This design comes from an exercise in tuning for small area on the open sky130 flow, not from production work.
Function was not checked in any run shown here: the RTL went through the layout flow alone.

## flow/design.v (module list and top-level ports; edited modules follow where they fit)
// module fp_mul_pipeline: 1531 lines
// module fa_cell: 4 lines
// module ha_cell: 4 lines
// module hai_cell: 4 lines
module fp_mul_pipeline (
  input  logic        clk,
  input  logic        rst_n,
  input  logic        valid_data_in,
  input  logic [31:0] in1,
  input  logic [31:0] in2,
  input  logic [2:0]  rounding_mode,
  output logic [31:0] out,
  output logic        overflow,
  output logic        underflow,
  output logic        inexact,
  output logic        invalid_operation,
  output logic        valid_data_out
);
  // ...
==> flow/run.sh <==
#!/bin/bash
# synth_recipe.tcl (not shown) runs the flow's synth.tcl, then flattens the netlist and writes it again
# the make line also repeats each setting of config.mk as NAME=value (left out here)
make -C /OpenROAD-flow-scripts/flow DESIGN_CONFIG=/design/flow/config.mk WORK_HOME=/design/flow/orfs CLKGATE_MAP_FILE= SYNTH_SCRIPT=/design/flow/synth_recipe.tcl finish
==> flow/config.mk <==
export PLATFORM = sky130hd
export DESIGN_NAME = fp_mul_pipeline
export DESIGN_NICKNAME = fp_mul_pipeline
export VERILOG_FILES = /design/flow/design.v
export SDC_FILE = /design/flow/constraint.sdc
export NUM_CORES = 4
export LEC_CHECK = 0
export CAP_MARGIN = 20
export CORE_MARGIN = 2
export CORE_UTILIZATION = 40
export PLACE_DENSITY = 0.6
export SLEW_MARGIN = 20
export SYNTH_HIERARCHICAL = 1
export SYNTH_MINIMUM_KEEP_SIZE = 0
==> flow/constraint.sdc <==
create_clock -name core_clock -period 8.0 [get_ports {clk}]
set_input_delay 1.6000 -clock core_clock [delete_from_list [all_inputs] [get_ports {clk}]]
set_output_delay 1.6000 -clock core_clock [all_outputs]
set_load 0.01 [all_outputs]
==> impl_metrics.ini, run 1 <==
[outcome]
status = complete, no violations

[setup_path]
startpoint = m1r[0]
endpoint = sl2
cp-end-kind = flop
r2r_start = m1r[0]
ff2ff_path_depth = 19
max_stage_delay_ns = 0.83
r2r_slack_ns = 0.63
cp-start-kind = flop

[sta]
tightest_slew_ns = 0.9684
holdWs_ns = 0.3241
clock_skew_ns = 0.01939
fin_crit_ns = 7.373

[yosys]
synth-xor-area-share = 0.02911
synth_top_family_by_area = adder cells
synth-main-ff-cell = dfxtp_1
synth_commonest_cells = nand2_1 (572), fa_1 (506), inv_1 (179), clkbuf_1 (102), dfxtp_1 (99)
synth_cells = 2074
yosys.cell_types.count = 70
synth_area_leaders = fa_1 (49%), nand2_1 (10%), dfxtp_1 (9.5%)
synth_area_leader_cell = fa_1

[final_layout]
inverters = 179
largestRegisters = out: 32 flops, pr2: 26 flops
buf_share = 0.06798

[clock_network]
numCtsBuffers = 17
clk_latency_ns = 0.45

[placement]
port_buffers = 106

[worst_hold_path]
holdCritStartpoint = sp1

[job]
cap_viol_max_count = 0

[grt]
grt_pass1_wl_mm = 97.97

[floorplanning]
tapCellCount = 680
==> inputs of run 2 (changes only) <==
--- a/flow/config.mk
+++ b/flow/config.mk
@@ -7,8 +7,8 @@
 export LEC_CHECK = 0
 export CAP_MARGIN = 20
 export CORE_MARGIN = 2
-export CORE_UTILIZATION = 40
-export PLACE_DENSITY = 0.6
+export CORE_UTILIZATION = 65
+export PLACE_DENSITY = 0.75
 export SLEW_MARGIN = 20
 export SYNTH_HIERARCHICAL = 1
 export SYNTH_MINIMUM_KEEP_SIZE = 0
==> run 2 against run 1 <==
Worst setup slack improved by 0.17 ns. Count of clock-buffer cells in the layout increased by 5. Synthesized area unchanged. Synthesized cell count unchanged. Critical path type unchanged.
==> impl_metrics.ini, run 2 <==
[detailed_routing]
postRouteAntennaNets = 0
wl_per_cell_um = 22.72
viasPerCell = 6.157
drc_errors = 0
drt_iter0_markers = 1601
num_vias = 15850
dr.pass1.iters = 8
wl_mm = 58.47

[placement]
place.gp.congestion = 1.021
place_area_sq_um = 22410
dp_slack_ns = 0.9023
port_buffers = 106
dp_cells = 2542
dpl.hpwl_mm = 46.38

[yosys]
synth-main-ff-cell = dfxtp_1
synth_commonest_cells = nand2_1 (572), fa_1 (506), inv_1 (179), clkbuf_1 (102), dfxtp_1 (99)
async_reset_ff_frac = 0.2826
synth-seq-cells = 138
synthSimpleGateAreaFrac = 0.1671
yosys.cell_types.count = 70
synth-xor-area-share = 0.02911
muxShareOfSynthArea = 0.01314
synth_top_area_frac = 0.4880
synth_edf_count = 0
syn_nets = 2735
yosysMostFrequentCell = nand2_1
synth_cells = 2074
synth_area_leader_cell = fa_1
synth-adder-area-share = 0.5392
syn_area_sq_um = 20760
yosys_warnings = 7
ys_seq_area_frac = 0.1425
synth_area_leaders = fa_1 (49%), nand2_1 (10%), dfxtp_1 (9.5%)
synth_compound_area_frac = 0.05437
synth.avg_cell_area_sq_um = 10.01
synth_top_family_by_area = adder cells

[final_layout]
layoutNonFillerInstCount = 2574
fin_util = 0.7310
antennaDiodeCount = 0
top_register = out
drive_gt1_frac = 0.06446
largest_reg_flops = 32
fill_cells = 2248
syn2layout_area_growth_pct = 10.83
layout_common_cells = nand2_1 (572), fa_1 (506), inv_1 (179)
finalNetCount = 2820
final-seq-area_sq_um = 2959
final_common_cell = nand2_1
multi_input_area_sq_um = 16670
final_area_sq_um = 23010
largestRegisters = out: 32 flops, pr2: 26 flops

[clock_network]
cts_tree = done
numCtsBuffers = 17
cts_sinks = 138
postCtsResizedCells = 0
cts.path.max_buffers = 2
htree_num_levels = 4
cts.reportedPaths.clkPinSlew_ns = 0.06
cts_root_buf = clkbuf_16
cts_setup_buffers = 0
postCtsHoldBufs = 0
clk_latency_ns = 0.43

[sta]
hold_viol = 0
finalSetupViolCount = 0
fmax_mhz = 138.9
tightest_slew_ns = 1.127
slew_viol_final = 0
setup_slack_ns = 0.7995
clock_skew_ns = 0.01080
post-route-period-util = 0.9001
holdWs_ns = 0.3256
slew_headroom = 0.2475
setup_tns_ns = 0
grt_setup_unrepaired = false
fin_crit_ns = 7.200

[floorplanning]
die_height_um = 182.7
die-width_um = 182.7
start_util = 0.6596
die_area_sq_um = 33380
rows = 65
core_area_sq_um = 31470
pin_count = 107

[grt]
antenna_found_initial = 1
grt_pass1_wl_mm = 92.98
grt_usage = 0.3722
overflow = 0
grt_pass1_vias = 17250
grt_max_degree = 44

[setup_path]
r2r_start = m2r[18]
crit_path_frequent_cell = fa_1
required_ns = 8.31
arrival_ns = 7.51
cp_max_fo = 10
critPathKind = flop to flop
cp-start-kind = flop
cp_slowest_cell = dfxtp_1
cp-end-kind = flop
max_stage_delay_ns = 0.74
cp_cell_sequence = buf_4, nand2_1, fa_1, fa_1, fa_1, fa_1, fa_1, fa_1, fa_1, ha_1, a21oi_1, nand2_1, a221oi_1, o31ai_1, o31ai_1, nor2_1, or3_1, fa_1, xnor2_1
startpoint = m2r[18]

[worst_hold_path]
hold_class = flop to flop
holdCritStartpoint = es1[0]

[outcome]
status = complete, no violations

[job]
cap_viol_max_count = 0
-- run 2: critical path: cells and delay by family (launching register included) --
kind | cells | cell delay, ns
compound gates | 4 | 1.04
buf+inv | 1 | 0.25
simple gates | 4 | 0.66
flops | 1 | 0.74
xor+xnor | 1 | 0.14
fa+ha+maj | 9 | 4.26
-- run 2: modules after synthesis (local to each module, per instance) --
| module | flip-flops and latches | cells |
|---|---|---|
| fp_mul_pipeline | 138 | 1476 |
| hai_cell | 0 | 5 |
| fa_cell | 0 | 1 |
-- run 2: final cells by class --
type | instances | share of cell area
Clock buffer | 22 | 0.02154
Clock inverter | 10 | 0.004568
Inverter | 179 | 0.02920
Multi-Input combinational cell | 1644 | 0.7245
Sequential cell | 138 | 0.1286
Tap cell | 402 | 0.02186
Timing Repair Buffer | 179 | 0.06972
-- run 2: routing by layer --
layer | track usage | routed length [um] | vias to the layer above | part of all wire
li1 | - | - | 6633 | -
met1 | 0.4941 | 21780 | 7938 | 0.37
met2 | 0.5851 | 26620 | 1057 | 0.46
met3 | 0.1026 | 7135 | 217 | 0.12
met4 | 0.1548 | 2931 | 2 | 0.050
met5 | 0 | 9 | - | 0.00015
-- run 2: kinds of logic after synthesis --
group           Yosys count
mux                      27
simple gates            793
buf+inv                 292
flops                   138
fa+ha+maj               591
compound gates          164
xor+xnor                 69
-- run 2: final timing paths --
path | to | slack, ns | cells after the start
max reg2reg | pr2[23] | 0.80 | 19
min in group asynchronous | out[30] | 1.28 | 1
min reg2reg | es2[0] | 0.33 | 0
max in group asynchronous | out[8] | 6.20 | 1
min | es2[0] | 0.33 | 0
max | pr2[23] | 0.80 | 19

==> static timing again, ports no longer ideal <==
No port has a modelled driver above. Below, the same layouts with a new extraction and two added sets of constraints.
Step 1 assumes that a clkbuf_16 drives the clock port and a buf_2 every other input.
Step 2, shift: input delay + t, output delay - t, t = (earliest + latest rising clock arrival at the registers) / 2. This alone moves slack from input paths to output paths.
Slacks: ideal / step 1 / step 2; pairs: ideal / step 1.
run	shift t [ns]	slack for setup (ns)	clock arrival spread, ns
run 1	0.493	0.627 / 0.627 / 0.627	0.020 / 0.019
run 2	0.475	0.800 / 0.800 / 0.800	0.011 / 0.011
After both steps every run listed still meets setup and hold.
